From an optimization exercise on the open Yosys and OpenROAD flow, aimed at small area; shortcuts taken in it are not production practice.
Only simulation tests tie the RTL to the original design; equivalence was not proved.
Power and IR drop assume default switching activity.

==> flow/design.v <==
package pulse_pkg;
   typedef struct packed {
      logic [31:0] period;
      logic [31:0] sync_up;
      logic [31:0] p1width;
      logic [31:0] p2start;
      logic [31:0] att_down;
      logic [31:0] delay;
      logic [31:0] offres_delay;
      logic [6:0]  pp_pump;
      logic [6:0]  pp_probe;
      logic [6:0]  post_att;
      logic        double_pulse;
      logic        pump_on;
   } pulse_timing_t;
   typedef struct packed {
      logic [3:0]  addr;
      logic [31:0] data;
   } host_wr_t;
   typedef struct packed {
      logic        sync_on;
      logic        pulse_on;
      logic [6:0]  att1;
      logic [6:0]  att3;
      logic        record_start;
      logic        frame_start;
   } pulse_out_t;
endpackage
`timescale 1ns/1ps
module timing_loader
(
   input  logic          clk_pll,
   input  logic          resetn,
   input  logic          host_valid,
   input  pulse_pkg::host_wr_t      host_wr,
   output logic          host_ready,
   output logic          commit,
   output pulse_pkg::pulse_timing_t shadow,
   input  logic [2:0]    used
);
   logic        wr_acc;
   logic [31:0] wdata;
   logic [7:0]  fld_en;
   assign host_ready = (used != 3'(4));
   assign wr_acc     = host_valid && host_ready;
   assign commit     = wr_acc && (host_wr.addr == 4'd8);
   assign wdata = resetn ? 32'd0 : host_wr.data;
   always_comb begin
      for (int k = 0; k < 8; k++)
         fld_en[k] = resetn || (wr_acc && (host_wr.addr == 4'(k)));
   end
   always_ff @(posedge clk_pll) begin
      if (fld_en[4'd0])   shadow.period       <= wdata;
      if (fld_en[4'd1])  shadow.sync_up      <= wdata;
      if (fld_en[4'd2])  shadow.p1width      <= wdata;
      if (fld_en[4'd3])  shadow.p2start      <= wdata;
      if (fld_en[4'd4]) shadow.att_down     <= wdata;
      if (fld_en[4'd5])    shadow.delay        <= wdata;
      if (fld_en[4'd6])   shadow.offres_delay <= wdata;
      if (fld_en[4'd7]) begin
         shadow.pp_pump      <= wdata[0 +: 7];
         shadow.pp_probe     <= wdata[7 +: 7];
         shadow.post_att     <= wdata[14 +: 7];
         shadow.double_pulse <= wdata[21];
         shadow.pump_on      <= wdata[22];
      end
   end
endmodule
`timescale 1ns/1ps
module timing_fifo #(
   parameter int  WIDTH     = 1
) (
   input  logic     clk_pll,
   input  logic     resetn,
   input  logic     commit,
   input  logic [WIDTH-1:0] wdata,
   output logic     avail,
   output logic [WIDTH-1:0] head,
   input  logic     pop,
   output logic [2:0] used
);
   logic [WIDTH-1:0] mem [4];
   logic [1:0] wr_ptr;
   logic [1:0] rd_ptr;
   logic [2:0] count;
   logic       push;
   logic       credit_return;
   assign avail = (count != 3'd0);
   assign head  = mem[rd_ptr];
   assign used  = count + 3'(push) + 3'(credit_return);
   always_ff @(posedge clk_pll) begin
      if (commit) mem[wr_ptr] <= wdata;
   end
   always_ff @(posedge clk_pll) begin
      if (resetn) begin
         wr_ptr        <= '0;
         rd_ptr        <= '0;
         count         <= '0;
         push          <= 1'b0;
         credit_return <= 1'b0;
      end else begin
         if (commit) wr_ptr <= wr_ptr + 2'd1;
         if (pop)    rd_ptr <= rd_ptr + 2'd1;
         count         <= count + 3'(push) - 3'(pop);
         push          <= commit;
         credit_return <= pop;
      end
   end
endmodule
`timescale 1ns/1ps
module pulse_sequencer
(
   input  logic          clk_pll,
   input  logic          resetn,
   input  logic          avail,
   input  pulse_pkg::pulse_timing_t head,
   output logic          pop,
   input  logic          pump,
   output pulse_pkg::pulse_out_t    pulse
);
   function automatic logic lt32(input logic [31:0] a, input logic [31:0] b,
                                 input logic le);
      logic l;
      l = le;
      for (int i = 0; i < 32; i++)
         l = (~a[i] & b[i]) | (~a[i] & l) | (b[i] & l);
      lt32 = l;
   endfunction
   pulse_pkg::pulse_timing_t cur;
   logic          armed;
   logic [31:0]   counter;
   logic          at_zero;
   logic          frame_end;
   logic          restart;
   logic [31:0]   att3_end;
   logic [31:0]   offres_end;
   logic [31:0]   rec_begin;
   logic          offres_win;
   logic          lt_p1, le_p1, lt_p2, lt_su, gt_ad, lt_ad, lt_a3, gt_od, lt_oe, lt_rb;
   pulse_pkg::pulse_out_t    pulse_nxt;
   assign frame_end = armed && (counter == cur.period);
   assign restart   = !armed || frame_end;
   assign pop       = avail && restart;
   assign att3_end   = cur.sync_up - 32'(30);
   assign offres_end = cur.offres_delay + cur.p1width;
   assign rec_begin  = cur.sync_up + cur.delay;
   assign lt_su = lt32(counter, cur.sync_up, 1'b0);
   assign lt_p1 = lt32(counter, cur.p1width, 1'b0);
   assign le_p1 = lt32(counter, cur.p1width, 1'b1) && !(&cur.p1width);
   assign lt_p2 = lt32(counter, cur.p2start, 1'b0);
   assign gt_ad = lt32(cur.att_down, counter, 1'b0);
   assign lt_ad = lt32(counter, cur.att_down, 1'b0);
   assign lt_a3 = lt32(counter, att3_end, 1'b0);
   assign gt_od = lt32(cur.offres_delay, counter, 1'b0);
   assign lt_oe = lt32(counter, offres_end, 1'b0);
   assign lt_rb = lt32(counter, rec_begin, 1'b0);
   assign offres_win = cur.double_pulse && gt_od && lt_oe;
   always_comb begin
      pulse_nxt = '0;
      if (armed) begin
         pulse_nxt.sync_on = lt_su;
         if (lt_p1)      pulse_nxt.pulse_on = pump;
         else if (lt_p2) pulse_nxt.pulse_on = 1'b0;
         else if (lt_su) pulse_nxt.pulse_on = 1'b1;
         else            pulse_nxt.pulse_on = offres_win && !cur.pump_on;
         pulse_nxt.att1 = (le_p1 || gt_ad) ? cur.pp_pump : cur.pp_probe;
         pulse_nxt.att3 = (lt_a3 || gt_ad) ? cur.post_att : 7'd0;
         pulse_nxt.record_start = !lt_rb && lt_ad;
         pulse_nxt.frame_start  = at_zero;
      end
   end
   always_ff @(posedge clk_pll) begin
      if (resetn) begin
         armed   <= 1'b0;
         counter <= '0;
         at_zero <= 1'b1;
         pulse   <= '0;
      end else begin
         pulse <= pulse_nxt;
         if (pop) armed <= 1'b1;
         at_zero <= restart;
         if (restart) counter <= '0;
         else         counter <= counter + 32'd1;
      end
   end
   always_ff @(posedge clk_pll) begin
      if (pop) cur <= head;
   end
endmodule
`timescale 1ns/1ps
module pulse_timing_top
(
   input  logic       clk_pll,
   input  logic       resetn,
   input  logic       host_valid,
   input  logic [35:0] host_wr,
   output logic       host_ready,
   input  logic       pump,
   output logic [17:0] pulse
);
   logic          commit;
   pulse_pkg::pulse_timing_t shadow;
   logic [2:0]    used;
   logic          avail;
   pulse_pkg::pulse_timing_t head;
   logic          pop;
   timing_loader i_loader (
      .clk_pll    (clk_pll),
      .resetn     (resetn),
      .host_valid (host_valid),
      .host_wr    (host_wr),
      .host_ready (host_ready),
      .commit     (commit),
      .shadow     (shadow),
      .used       (used)
   );
   timing_fifo #(
      .WIDTH ($bits(shadow))
   ) i_fifo (
      .clk_pll (clk_pll),
      .resetn  (resetn),
      .commit  (commit),
      .wdata   (shadow),
      .avail   (avail),
      .head    (head),
      .pop     (pop),
      .used    (used)
   );
   pulse_sequencer i_seq (
      .clk_pll (clk_pll),
      .resetn  (resetn),
      .avail   (avail),
      .head    (head),
      .pop     (pop),
      .pump    (pump),
      .pulse   (pulse)
   );
endmodule
Settings: LEC_CHECK=0, CAP_MARGIN=20, CORE_MARGIN=2, CORE_UTILIZATION=40, CTS_CLUSTER_DIAMETER=80, CTS_CLUSTER_SIZE=25, SLEW_MARGIN=20; clock period 6.0 ns.
run.sh (not shown) runs the stock make flow with config.mk's settings and CLKGATE_MAP_FILE= SYNTH_SCRIPT=/design/flow/synth_recipe.tcl, a recipe that flattens the netlist after the stock synthesis.
Edit:
--- a/flow/design.v
+++ b/flow/design.v
@@ -72,51 +72,61 @@
 ) (
    input  logic     clk_pll,
    input  logic     resetn,
    input  logic     commit,
    input  logic [WIDTH-1:0] wdata,
    output logic     avail,
-   output logic [WIDTH-1:0] head,
+   output logic [WIDTH-1:0] mem0,
+   output logic [WIDTH-1:0] mem1,
+   output logic [WIDTH-1:0] mem2,
+   output logic [WIDTH-1:0] mem3,
+   output logic [3:0] rd_oh,
    input  logic     pop,
    output logic [2:0] used
 );
    logic [WIDTH-1:0] mem [4];
    logic [1:0] wr_ptr;
-   logic [1:0] rd_ptr;
    logic [2:0] count;
    logic       push;
    logic       credit_return;
    assign avail = (count != 3'd0);
-   assign head  = mem[rd_ptr];
+   assign mem0  = mem[0];
+   assign mem1  = mem[1];
+   assign mem2  = mem[2];
+   assign mem3  = mem[3];
    assign used  = count + 3'(push) + 3'(credit_return);
    always_ff @(posedge clk_pll) begin
       if (commit) mem[wr_ptr] <= wdata;
    end
    always_ff @(posedge clk_pll) begin
       if (resetn) begin
          wr_ptr        <= '0;
-         rd_ptr        <= '0;
+         rd_oh         <= 4'b0001;
          count         <= '0;
          push          <= 1'b0;
          credit_return <= 1'b0;
       end else begin
          if (commit) wr_ptr <= wr_ptr + 2'd1;
-         if (pop)    rd_ptr <= rd_ptr + 2'd1;
+         if (pop)    rd_oh  <= {rd_oh[2:0], rd_oh[3]};
          count         <= count + 3'(push) - 3'(pop);
          push          <= commit;
          credit_return <= pop;
       end
    end
 endmodule
 `timescale 1ns/1ps
 module pulse_sequencer
 (
    input  logic          clk_pll,
    input  logic          resetn,
    input  logic          avail,
-   input  pulse_pkg::pulse_timing_t head,
+   input  logic [3:0]    rd_oh,
+   input  pulse_pkg::pulse_timing_t mem0,
+   input  pulse_pkg::pulse_timing_t mem1,
+   input  pulse_pkg::pulse_timing_t mem2,
+   input  pulse_pkg::pulse_timing_t mem3,
    output logic          pop,
    input  logic          pump,
    output pulse_pkg::pulse_out_t    pulse
 );
    function automatic logic lt32(input logic [31:0] a, input logic [31:0] b,
                                  input logic le);
@@ -133,25 +143,26 @@
    logic          frame_end;
    logic          restart;
    logic [31:0]   att3_end;
    logic [31:0]   offres_end;
    logic [31:0]   rec_begin;
    logic          offres_win;
+   logic          lt_p1_q, lt_ad_q;
    logic          lt_p1, le_p1, lt_p2, lt_su, gt_ad, lt_ad, lt_a3, gt_od, lt_oe, lt_rb;
    pulse_pkg::pulse_out_t    pulse_nxt;
    assign frame_end = armed && (counter == cur.period);
    assign restart   = !armed || frame_end;
    assign pop       = avail && restart;
    assign att3_end   = cur.sync_up - 32'(30);
    assign offres_end = cur.offres_delay + cur.p1width;
    assign rec_begin  = cur.sync_up + cur.delay;
    assign lt_su = lt32(counter, cur.sync_up, 1'b0);
    assign lt_p1 = lt32(counter, cur.p1width, 1'b0);
-   assign le_p1 = lt32(counter, cur.p1width, 1'b1) && !(&cur.p1width);
+   assign le_p1 = (at_zero || lt_p1_q) && !(&cur.p1width);
    assign lt_p2 = lt32(counter, cur.p2start, 1'b0);
-   assign gt_ad = lt32(cur.att_down, counter, 1'b0);
+   assign gt_ad = !at_zero && !lt_ad_q;
    assign lt_ad = lt32(counter, cur.att_down, 1'b0);
    assign lt_a3 = lt32(counter, att3_end, 1'b0);
    assign gt_od = lt32(cur.offres_delay, counter, 1'b0);
    assign lt_oe = lt32(counter, offres_end, 1'b0);
    assign lt_rb = lt32(counter, rec_begin, 1'b0);
    assign offres_win = cur.double_pulse && gt_od && lt_oe;
@@ -171,23 +182,31 @@
    end
    always_ff @(posedge clk_pll) begin
       if (resetn) begin
          armed   <= 1'b0;
          counter <= '0;
          at_zero <= 1'b1;
+         lt_p1_q <= 1'b0;
+         lt_ad_q <= 1'b0;
          pulse   <= '0;
       end else begin
          pulse <= pulse_nxt;
+         lt_p1_q <= lt_p1;
+         lt_ad_q <= lt_ad;
          if (pop) armed <= 1'b1;
          at_zero <= restart;
          if (restart) counter <= '0;
          else         counter <= counter + 32'd1;
       end
    end
-   always_ff @(posedge clk_pll) begin
-      if (pop) cur <= head;
+   logic [3:0] take;
+   assign take = rd_oh & {4{pop}};
+   always_ff @(posedge clk_pll) begin
+      cur <= (mem0 & {$bits(cur){take[0]}}) | (mem1 & {$bits(cur){take[1]}}) |
+             (mem2 & {$bits(cur){take[2]}}) | (mem3 & {$bits(cur){take[3]}}) |
+             (cur  & {$bits(cur){!pop}});
    end
 endmodule
 `timescale 1ns/1ps
 module pulse_timing_top
 (
    input  logic       clk_pll,
@@ -199,13 +218,14 @@
    output logic [17:0] pulse
 );
    logic          commit;
    pulse_pkg::pulse_timing_t shadow;
    logic [2:0]    used;
    logic          avail;
-   pulse_pkg::pulse_timing_t head;
+   pulse_pkg::pulse_timing_t mem0, mem1, mem2, mem3;
+   logic [3:0]    rd_oh;
    logic          pop;
    timing_loader i_loader (
       .clk_pll    (clk_pll),
       .resetn     (resetn),
       .host_valid (host_valid),
       .host_wr    (host_wr),
@@ -219,20 +239,28 @@
    ) i_fifo (
       .clk_pll (clk_pll),
       .resetn  (resetn),
       .commit  (commit),
       .wdata   (shadow),
       .avail   (avail),
-      .head    (head),
+      .mem0    (mem0),
+      .mem1    (mem1),
+      .mem2    (mem2),
+      .mem3    (mem3),
+      .rd_oh   (rd_oh),
       .pop     (pop),
       .used    (used)
    );
    pulse_sequencer i_seq (
       .clk_pll (clk_pll),
       .resetn  (resetn),
       .avail   (avail),
-      .head    (head),
+      .mem0    (mem0),
+      .mem1    (mem1),
+      .mem2    (mem2),
+      .mem3    (mem3),
+      .rd_oh   (rd_oh),
       .pop     (pop),
       .pump    (pump),
       .pulse   (pulse)
    );
 endmodule
Die area went down by 1.7%.
Area after synthesis went down by about 1.7%.
Global-route usage came out higher by 2.4 points.
Utilization is lower by 0.26 points.
Via count went up by 18%.
Power climbs by 2.4%.
Combinational power climbs by 11%.
Maximum frequency climbs by 10%.
Setup slack improves by 0.52 ns.
Design area is lower by about 2%.
Clock power came out higher by about 3%.
Routed wire length climbs by about 12%.

[afterwards: timing with drivers on the ports]
In the flow no input, the clock included, has a driving cell. The finished layouts below were timed again as built, in two steps.
Step 1 sets driving cells, clkbuf_16 on the clock port and buf_2 on the other inputs (assumed; they add their load-dependent delay and slew).
Step 2 adds t to the input delays and takes it off the output delays; t is the mean of the earliest and latest rising clock arrival at the registers after step 1. Input paths then give back, and output paths get back, about the clock's delay inside the block.
a / b / c = ideal ports / drivers / drivers and shift; a / b = the first two.
run | shift t [ns] | setup WS [ns] | worst hold slack (ns) | worst data-port slew with drivers (ns)
the first run | 0.756 | 0.449 / 0.449 / 0.449 | 0.481 / 0.481 / 0.481 | 0.05
the second run | 0.772 | 0.968 / 0.968 / 0.968 | 0.452 / 0.452 / 0.452 | 0.04
After both steps setup and hold are still met in every run listed.
